From an optimization exercise on the open Yosys and OpenROAD flow, aimed at small area, a short achievable clock period and few clock cycles; shortcuts taken in it are not production practice. At most, simulation tests tie the RTL to the original design; equivalence was not proved. No activity file was given, so power comes from the tool's default toggle rates.

Design data_feeder_top, start of the top module:
module data_feeder_top (
    input  logic                    clk_i,
    input  logic                    rst_i,
    input  logic                    dev_strobe_i,
    input  mmio_map_pkg::bus_addr_t dev_addr_i,
    input  mmio_map_pkg::bus_data_t dev_wdata_i,
    output logic                    dev_ready_o,
    output mmio_map_pkg::bus_data_t dev_rdata_o,
    input  logic                    fifo_addr_full_i,
    output logic                    dram_addr_valid_o,
    output feeder_pkg::dram_addr_t  dram_addr_o,
    input  logic                    fifo_data_empty_i,
    input  feeder_pkg::half_line_t  dram_rdata_h_i,
    input  feeder_pkg::half_line_t  dram_rdata_l_i,
    output logic                    fifo_data_rd_en_o,
    output logic                    acc_cmd_valid_o,
    output feeder_pkg::cmd_t        acc_cmd_o,
    output feeder_pkg::word_t       acc_word_o,
    output feeder_pkg::len_t        acc_index_o
);
clock: 4.0 ns
lec_check: 0
cap_margin: 20
core_area: 5 5 235 235
die_area: 0 0 240 240
setup_slack_margin: 2.3
slew_margin: 20
standard.sh (not shown) runs the stock make flow with config.mk's settings and CLKGATE_MAP_FILE= SYNTH_SCRIPT=/design/flow/synth_recipe.tcl, a recipe that flattens the netlist after the stock synthesis.
==> flow/flow/run.sh <==
#!/bin/bash
# The standard ORFS layout, with the port buffers made of the smallest buffer
# cell instead of the one buffer_ports picks on its own.
set -uo pipefail
bash standard.sh "BUFFER_PORTS_ARGS=-buffer_cell sky130_fd_sc_hd__buf_1" finish > standard.log 2>&1
Testbench counts at the start, summed over its fixed seeds: cycles 132,330.
Edit:
Settings changed: SETUP_SLACK_MARGIN 2.3 to 1.8.
What happened: Hold slack gets worse by 9.3 ps. Combinational power went down by a quarter to a third. Routed wire length went down by about a fifth. Non-clock buffer count went down by 167. Via count went down by a little under a tenth. Core utilization went down by 6.2 points. Area after synthesis is unchanged. Cell area went down by about a fifth. Total power went down slightly. Setup slack gets worse by 31 ps.

========
before:
Another version of the RTL of data_feeder_top (not shown whole).
Size in the first run: about 150 flip-flops, about 690 I/O pins, ~11000 um^2 of cells after synthesis.
clock: 4.0 ns
lec_check: 0
cap_margin: 20
core_area: 5 5 275 275
die_area: 0 0 280 280
slew_margin: 20
Scripts as last shown in full above: flow/flow/run.sh
For after, these inputs were changed with respect to before:
# before
export LEC_CHECK = 0
export CAP_MARGIN = 20
export CORE_AREA = 5 5 275 275
export DIE_AREA = 0 0 280 280
export SLEW_MARGIN = 20
create_clock -name core_clock -period 4.0 [get_ports {clk_i}]
# after
export LEC_CHECK = 0
export CAP_MARGIN = 20
export CORE_AREA = 5 5 175 175
export DIE_AREA = 0 0 180 180
export SETUP_SLACK_MARGIN = 2.0
export SLEW_MARGIN = 20
create_clock -name core_clock -period 4.0 [get_ports {clk_i}]
[summary]
- In summary, before completed successfully, with a layout that passed the timing, DRC and antenna checks.
- Seen in the log of after: PPL-0024 during 3_2_place_iop, after which the run never completed.
- Area after synthesis: before vs after identical
- In after relative to before, die extent in x had gone down by more than a quarter.
- In terms of number of cells produced by synthesis, after and before differ only marginally.
- Number of cell rows for after: 37 down relative to before
- Reported for after and before, number of distinct standard cells referenced by the synthesized netlist turned out identical to the last digit.
- As far as multiplexer area fraction after synthesis goes, after and before are indistinguishable; the numbers are identical.
- before → after: effective utilization at floorplan grew by 24 points, count of flip-flops with a built-in enable after synthesis held steady, height of the die shrank by 100 um.
- Re parity-gate share of the synthesized area counting xor and xnor cells: no difference whatsoever between after and before.
- Comparing before against after, there is no change at all in sequential cell area fraction in the yosys report.
No functional check of the RTL was part of any run of this note.

========
Setup of v24:
The RTL this note starts from:
==> flow/design.v <==
`timescale 1ns/10ps
package feeder_pkg;
    typedef logic [15:0]  word_t;
    typedef logic [255:0] half_line_t;
    typedef logic [511:0] line_t;
    typedef logic [31:0]  dram_addr_t;
    typedef logic [14:0]  len_t;
    typedef logic [7:0]   cmd_t;
    localparam int LINE_BYTES     = 64;
    localparam int WORDS_PER_LINE = 32;
    localparam cmd_t CMD_WRITE_INPUT  = 8'd9;
    localparam cmd_t CMD_WRITE_WEIGHT = 8'd10;
    typedef enum logic [1:0] {
        REQ_IDLE,
        REQ_WAIT_FIFO,
        REQ_SEND
    } req_state_t;
    typedef enum logic [1:0] {
        FEED_IDLE,
        FEED_WAIT_DATA,
        FEED_ISSUE,
        FEED_POP
    } feed_state_t;
endpackage
`timescale 1ns/10ps
package mmio_map_pkg;
    typedef logic [31:0] bus_addr_t;
    typedef logic [31:0] bus_data_t;
    localparam bus_addr_t RD_ADDR_REG      = 32'hC400_2024;
    localparam bus_addr_t RD_LEN_REG       = 32'hC400_2028;
    localparam bus_addr_t RD_START_REG     = 32'hC400_2030;
    localparam bus_addr_t SRAM_IDX_CLR_REG = 32'hC400_2034;
    localparam bus_addr_t DATA_TYPE_REG    = 32'hC400_2038;
    localparam bus_addr_t BUSY_REG         = 32'hC400_0020;
endpackage
`timescale 1ns/10ps
module data_feeder_top (
    input  logic                    clk_i,
    input  logic                    rst_i,
    input  logic                    dev_strobe_i,
    input  mmio_map_pkg::bus_addr_t dev_addr_i,
    input  mmio_map_pkg::bus_data_t dev_wdata_i,
    output logic                    dev_ready_o,
    output mmio_map_pkg::bus_data_t dev_rdata_o,
    input  logic                    fifo_addr_full_i,
    output logic                    dram_addr_valid_o,
    output feeder_pkg::dram_addr_t  dram_addr_o,
    input  logic                    fifo_data_empty_i,
    input  feeder_pkg::half_line_t  dram_rdata_h_i,
    input  feeder_pkg::half_line_t  dram_rdata_l_i,
    output logic                    fifo_data_rd_en_o,
    output logic                    acc_cmd_valid_o,
    output feeder_pkg::cmd_t        acc_cmd_o,
    output feeder_pkg::word_t       acc_word_o,
    output feeder_pkg::len_t        acc_index_o
);
    logic wr_addr, wr_len, wr_start, wr_clr, wr_type;
    assign wr_addr  = dev_strobe_i && (dev_addr_i == mmio_map_pkg::RD_ADDR_REG);
    assign wr_len   = dev_strobe_i && (dev_addr_i == mmio_map_pkg::RD_LEN_REG);
    assign wr_start = dev_strobe_i && (dev_addr_i == mmio_map_pkg::RD_START_REG);
    assign wr_clr   = dev_strobe_i && (dev_addr_i == mmio_map_pkg::SRAM_IDX_CLR_REG);
    assign wr_type  = dev_strobe_i && (dev_addr_i == mmio_map_pkg::DATA_TYPE_REG);
    logic [31:1] addr_q;         
    logic [14:0] len_q;
    logic        type_q;
    logic        ntype_q;        
    logic        ready_q;
    logic        busy_q;
    logic        busy;
    always_ff @(posedge clk_i) begin
        if (wr_addr) addr_q <= dev_wdata_i[31:1];
    end
    always_ff @(posedge clk_i) begin
        if (rst_i) begin
            len_q   <= '0;
            type_q  <= 1'b0;
            ntype_q <= 1'b1;
        end else begin
            if (wr_len)  len_q  <= dev_wdata_i[14:0];
            if (wr_type) begin
                type_q  <= dev_wdata_i[0];
                ntype_q <= !dev_wdata_i[0];
            end
        end
    end
    always_ff @(posedge clk_i) begin
        ready_q <= dev_strobe_i;
        busy_q  <= busy;
    end
    assign dev_ready_o = ready_q;
    assign dev_rdata_o = {31'b0, busy_q};
    logic        req_go_q;       
    logic        req_first_q;    
    logic        req_more;       
    logic        req_vld_q;
    logic [5:1]  req_lo_q;       
    logic [25:0] req_line_q;     
    logic [9:0]  req_left_q;     
    logic        req_plus_q;     
    logic        req_minus_q;    
    logic        req_rest;       
    logic [4:0]  gen, prop;      
    logic        carry5;         
    logic        sum_zero;       
    logic [2:0]  outst_q;        
    logic        pop_q;          
    logic        req_take;
    logic        idle_q;         
    assign gen  = addr_q[5:1] & len_q[4:0];
    assign prop = addr_q[5:1] | len_q[4:0];
    assign carry5   = gen[4] | (prop[4] & gen[3]) | (&prop[4:3] & gen[2]) |
                      (&prop[4:2] & gen[1]) | (&prop[4:1] & gen[0]);
    assign sum_zero = !(addr_q[1] ^ len_q[0]) &&
                      ((addr_q[5:2] ^ len_q[4:1]) == prop[3:0]);
    assign req_rest  = req_plus_q || (req_left_q != {9'b0, req_minus_q});
    assign req_more  = req_first_q || (req_go_q && req_rest);
    assign req_take  = req_more && !fifo_addr_full_i && ((outst_q + 3'(req_vld_q)) < 3'd4);
    always_ff @(posedge clk_i) begin
        if (rst_i) begin
            req_go_q    <= 1'b0;
            req_first_q <= 1'b0;
            req_vld_q   <= 1'b0;
            outst_q     <= '0;
        end else begin
            if (wr_start) begin
                req_go_q    <= 1'b1;
                req_first_q <= fifo_addr_full_i;
                req_vld_q   <= !fifo_addr_full_i;
            end else begin
                if (!req_first_q && !req_rest) req_go_q <= 1'b0;
                if (req_take) req_first_q <= 1'b0;
                req_vld_q <= req_take;
            end
            outst_q <= outst_q + 3'(req_vld_q) - 3'(pop_q);
        end
    end
    always_ff @(posedge clk_i) begin
        if (!req_go_q) begin
            req_left_q  <= len_q[14:5];
            req_plus_q  <= carry5 && !sum_zero;
            req_minus_q <= (addr_q[5:1] == 5'd0) && (len_q[4:0] == 5'd0);
        end else if (req_take && !req_first_q) begin
            if (req_plus_q) begin
                req_plus_q <= 1'b0;
            end else begin
                req_left_q <= req_left_q - 10'd1;
            end
        end
    end
    always_ff @(posedge clk_i) begin
        idle_q <= !busy && !wr_start;
    end
    always_ff @(posedge clk_i) begin
        if (idle_q) begin
            req_line_q  <= addr_q[31:6];
            req_lo_q    <= addr_q[5:1];
        end else if (req_vld_q) begin
            req_line_q  <= req_line_q + 26'd1;
            req_lo_q    <= '0;
        end
    end
    assign dram_addr_valid_o = req_vld_q;
    assign dram_addr_o       = {req_line_q, req_lo_q, 1'b0};
    logic [3:0]  sel_hi_q;
    logic [7:0]  sel_lo_q;
    logic [3:0]  sel_hi_nx;      
    logic [7:0]  sel_lo_nx;
    logic [4:0]  cnt_q;
    logic        known_q;        
    logic        popdue_q;       
    logic        last_line;
    logic        line_last;
    logic        ll_take;
    logic        take;
    logic        cmd_vld_q;
    logic [15:0] quarter [4];
    logic [15:0] word_sel;
    logic [15:0] word_q;
    logic [14:0] idx_q;
    logic [15:0] words [32];
    always_comb begin
        for (int p = 0; p < 8; p++) begin
            words[2*p]      = dram_rdata_l_i[224-32*p +: 16];
            words[2*p+1]    = dram_rdata_l_i[240-32*p +: 16];
            words[16+2*p]   = dram_rdata_h_i[224-32*p +: 16];
            words[16+2*p+1] = dram_rdata_h_i[240-32*p +: 16];
        end
    end
    always_comb begin
        for (int g = 0; g < 4; g++) begin
            quarter[g] = '0;
            for (int k = 0; k < 8; k++) begin
                quarter[g] = quarter[g] | (words[8*g+k] & {16{sel_lo_q[k]}});
            end
        end
        word_sel = '0;
        for (int g = 0; g < 4; g++) begin
            word_sel = word_sel | (quarter[g] & {16{sel_hi_q[g]}});
        end
    end
    assign sel_lo_nx = {sel_lo_q[6:0], sel_lo_q[7]};
    assign sel_hi_nx = sel_lo_q[7] ? {sel_hi_q[2:0], sel_hi_q[3]} : sel_hi_q;
    assign last_line = !req_more && !req_vld_q && (outst_q == 3'd1);
    assign line_last = (sel_hi_q[3] && sel_lo_q[7]) || (last_line && (cnt_q == 5'd1));
    assign ll_take   = (sel_hi_q[3] && sel_lo_q[6]) || (last_line && (cnt_q == 5'd2));
    assign take      = !popdue_q && !fifo_data_empty_i;
    assign busy      = req_more || req_vld_q || (outst_q != '0) || popdue_q;
    always_ff @(posedge clk_i) begin
        if (rst_i) begin
            known_q   <= 1'b0;
            popdue_q  <= 1'b0;
            pop_q     <= 1'b0;
            cmd_vld_q <= 1'b0;
        end else begin
            known_q   <= !fifo_data_empty_i && !pop_q;
            popdue_q  <= take && line_last && !known_q;
            pop_q     <= take && !pop_q && ((line_last && !known_q) || ll_take);
            cmd_vld_q <= take;
        end
    end
    always_ff @(posedge clk_i) begin
        if (idle_q) begin
            sel_hi_q <= 4'b0001 << addr_q[5:4];
            sel_lo_q <= 8'b0000_0001 << addr_q[3:1];
            cnt_q    <= len_q[4:0];
        end else if (take) begin
            sel_hi_q <= sel_hi_nx;
            sel_lo_q <= sel_lo_nx;
            cnt_q    <= cnt_q - 5'd1;
        end
    end
    always_ff @(posedge clk_i) begin
        word_q <= word_sel;
    end
    always_ff @(posedge clk_i) begin
        if (rst_i || wr_clr) begin
            idx_q <= '0;
        end else if (cmd_vld_q) begin
            idx_q <= idx_q + 15'd1;
        end
    end
    assign fifo_data_rd_en_o = pop_q;
    assign acc_cmd_valid_o   = cmd_vld_q;
    assign acc_cmd_o         = {4'b0000, 1'b1, 1'b0, type_q, ntype_q};
    assign acc_word_o        = word_q;
    assign acc_index_o       = idx_q;
endmodule
clock: 4.0 ns
lec_check: 0
cap_margin: 20
core_area: 5 5 235 235
die_area: 0 0 240 240
setup_slack_margin: 2.1
slew_margin: 20
Scripts as last shown in full above: flow/flow/run.sh
The following lists how v47 was set up differently from v24:
Settings: CTS_BUF_LIST: unset -> sky130_fd_sc_hd__clkbuf_8; DIE_AREA: 0 0 240 240 -> 0 0 160 160; CORE_AREA: 5 5 235 235 -> 4 4 156 156; CTS_CLUSTER_SIZE: unset -> 30; SETUP_SLACK_MARGIN: 2.1 -> 1.8.
==> flow/flow/run.sh <==
#!/bin/bash
# The standard ORFS layout, with two changes to how it is made:
#  - the port buffers are the smallest buffer cell instead of the one
#    buffer_ports picks on its own;
#  - pins may sit one routing track apart, so that the die can be small.
set -uo pipefail
bash standard.sh \
  "BUFFER_PORTS_ARGS=-buffer_cell sky130_fd_sc_hd__buf_1" \
  "PLACE_PINS_ARGS=-min_distance 1 -min_distance_in_tracks" \
  finish > standard.log 2>&1
Findings:
- v47: full flow OK, the timing, DRC and antenna checks passed
- v47 does worse than v24 on time the final worst path needs with I/O delays and setup.
- Going from v24 to v47, finished layout cell area decreased by about 16% relative to the old numbers, total via count after detailed routing decreased by 739 relative to the old numbers.
- Total power improves in v47 relative to v24.
- Detailed-route wire length on metal 1 shrinks by more than a quarter when moving from v24 to v47.
- Taking v24 as the reference, in v47 fraction of final layout cells sized beyond drive strength 1 lower; worst setup slack lower; synthesized area roughly the same; combined flip-flop and latch cell area lower; total instance count after detailed placement lower.
- After detailed routing, v24 needs more wire than v47.
- A worst setup path endpoint of word_q[12] is what v47 shows, while req_left_q[6] belongs to v24.
--- input diff v47..v41 ---
Settings: CTS_CLUSTER_SIZE removed (was 30); CTS_BUF_LIST removed (was sky130_fd_sc_hd__clkbuf_8).
Routed wire length of v41 exceeds that of v47 slightly.
Comparing v47 and v41, the lower final area is on v47.
Clock-pin transition on the worst setup and hold timing paths was lower in the run labelled v41.
Function was not checked in any run of this note: the RTL went through the layout flow alone.

========
== the reference run ==
data_feeder_top, a different RTL version from the one above (not shown whole).
Size in the first run: ~1100 cells after synthesis, about 690 I/O pins.
clock: 4.0 ns
lec_check: 0
cap_margin: 20
core_area: 5 5 235 235
die_area: 0 0 240 240
setup_slack_margin: 1.8
slew_margin: 20
==> flow/flow/run.sh <==
#!/bin/bash
# The standard ORFS layout, with the port buffers made of the smallest buffer
# cell instead of the one buffer_ports picks on its own.
set -uo pipefail
bash standard.sh "BUFFER_PORTS_ARGS=-buffer_cell sky130_fd_sc_hd__buf_1" finish > standard.log 2>&1
The reference run: no failed stages, no open violations at the end
[inputs] the trial run vs the reference run
- swapping 1.8 for 1.0 in SETUP_SLACK_MARGIN
## What came out
Worst stage delay on the critical path delta (the trial run -> the reference run): insignificant. Against the reference run, the trial run comes in about 2.5% lower on power after layout. Higher maximum number of pins on one net before global-route repair goes to the trial run over the reference run.
No functional check of the RTL was part of any run of this note.

========
## try-cedar
data_feeder_top, a different RTL version from the one above (not shown whole).
For scale: ~1200 cells after synthesis, about 160 flip-flops, roughly 690 I/O pins, about 11000 um2 of cells after synthesis.
Design data_feeder_top, start of the top module:
module data_feeder_top (
    input  logic                    clk_i,
    input  logic                    rst_i,
    input  logic                    dev_strobe_i,
    input  mmio_map_pkg::bus_addr_t dev_addr_i,
    input  mmio_map_pkg::bus_data_t dev_wdata_i,
    output logic                    dev_ready_o,
    output mmio_map_pkg::bus_data_t dev_rdata_o,
    input  logic                    fifo_addr_full_i,
    output logic                    dram_addr_valid_o,
    output feeder_pkg::dram_addr_t  dram_addr_o,
    input  logic                    fifo_data_empty_i,
    input  feeder_pkg::half_line_t  dram_rdata_h_i,
    input  feeder_pkg::half_line_t  dram_rdata_l_i,
    output logic                    fifo_data_rd_en_o,
    output logic                    acc_cmd_valid_o,
    output feeder_pkg::cmd_t        acc_cmd_o,
    output feeder_pkg::word_t       acc_word_o,
    output feeder_pkg::len_t        acc_index_o
);
Settings: LEC_CHECK=0, CAP_MARGIN=20, CORE_AREA=5 5 235 235, DIE_AREA=0 0 240 240, SETUP_SLACK_MARGIN=2.1, SLEW_MARGIN=20; clock period 4.0 ns.
Scripts as last shown in full above: flow/flow/run.sh
[inputs] try-raven vs try-cedar
- changing SETUP_SLACK_MARGIN from 2.1 to 1.0
## What came out
Cmp try-raven and try-cedar / number of vias per cell after detailed routing / lower: try-raven
Per the comparison of try-raven with try-cedar, area after synthesis about even; HPWL after detailed placement fell 4.3%; multi-input logic area fell about 18%.
try-raven vs try-cedar on highest fanout seen on the critical path: try-raven is the higher one.
Compared with try-cedar, the detailed router inserted fewer vias in try-raven.
No functional check of the RTL was part of any run of this note.

[port drivers added, routing unchanged]
No port has a modelled driver above. Below, the same layouts with a new extraction and two added sets of constraints.
Step 1 sets driving cells, clkbuf_16 on the clock port and buf_2 on the other inputs (assumed; they add their load-dependent delay and slew).
Step 2, shift: input delay + t, output delay - t, t = (earliest + latest rising clock arrival at the registers) / 2. This alone moves slack from input paths to output paths.
Slacks: no drivers / after step 1 / after step 2; pairs: no drivers / after step 1.
| run | t, ns | setup WS [ns] | latest minus earliest clock arrival (ns) | worst register clock-pin slew, ns | cell pins on the clock port's net |
|---|---|---|---|---|---|
| the first run of note 1 | 0.490 | 1.893 / 1.893 / 1.485 | 0.021 / 0.022 | 0.08 / 0.08 | 1 |
| the second run of note 1 | 0.494 | 1.862 / 1.890 / 1.396 | 0.013 / 0.013 | 0.08 / 0.08 | 1 |
| before | 0.518 | 0.627 / 0.627 / 0.568 | 0.018 / 0.018 | 0.09 / 0.09 | 1 |
| v24 | 0.527 | 1.905 / 1.905 / 1.551 | 0.023 / 0.022 | 0.09 / 0.09 | 1 |
| v47 | 0.482 | 1.872 / 1.872 / 1.490 | 0.021 / 0.022 | 0.10 / 0.10 | 1 |
| v41 | 0.474 | 1.894 / 1.894 / 1.490 | 0.013 / 0.013 | 0.07 / 0.07 | 1 |
| the reference run | 0.524 | 1.624 / 1.624 / 1.426 | 0.018 / 0.017 | 0.08 / 0.08 | 1 |
| the trial run | 0.515 | 1.141 / 1.141 / 1.101 | 0.018 / 0.018 | 0.09 / 0.09 | 1 |
| try-cedar | 0.536 | 1.544 / 1.544 / 1.116 | 0.021 / 0.021 | 0.08 / 0.08 | 1 |
| try-raven | 0.521 | 1.109 / 1.109 / 0.839 | 0.016 / 0.016 | 0.08 / 0.08 | 1 |
After both steps every run listed still meets setup and hold. For the second run of note 1, which loses most, drivers alone change the setup slack by +0.028 ns; drivers and shift together by -0.466 ns.
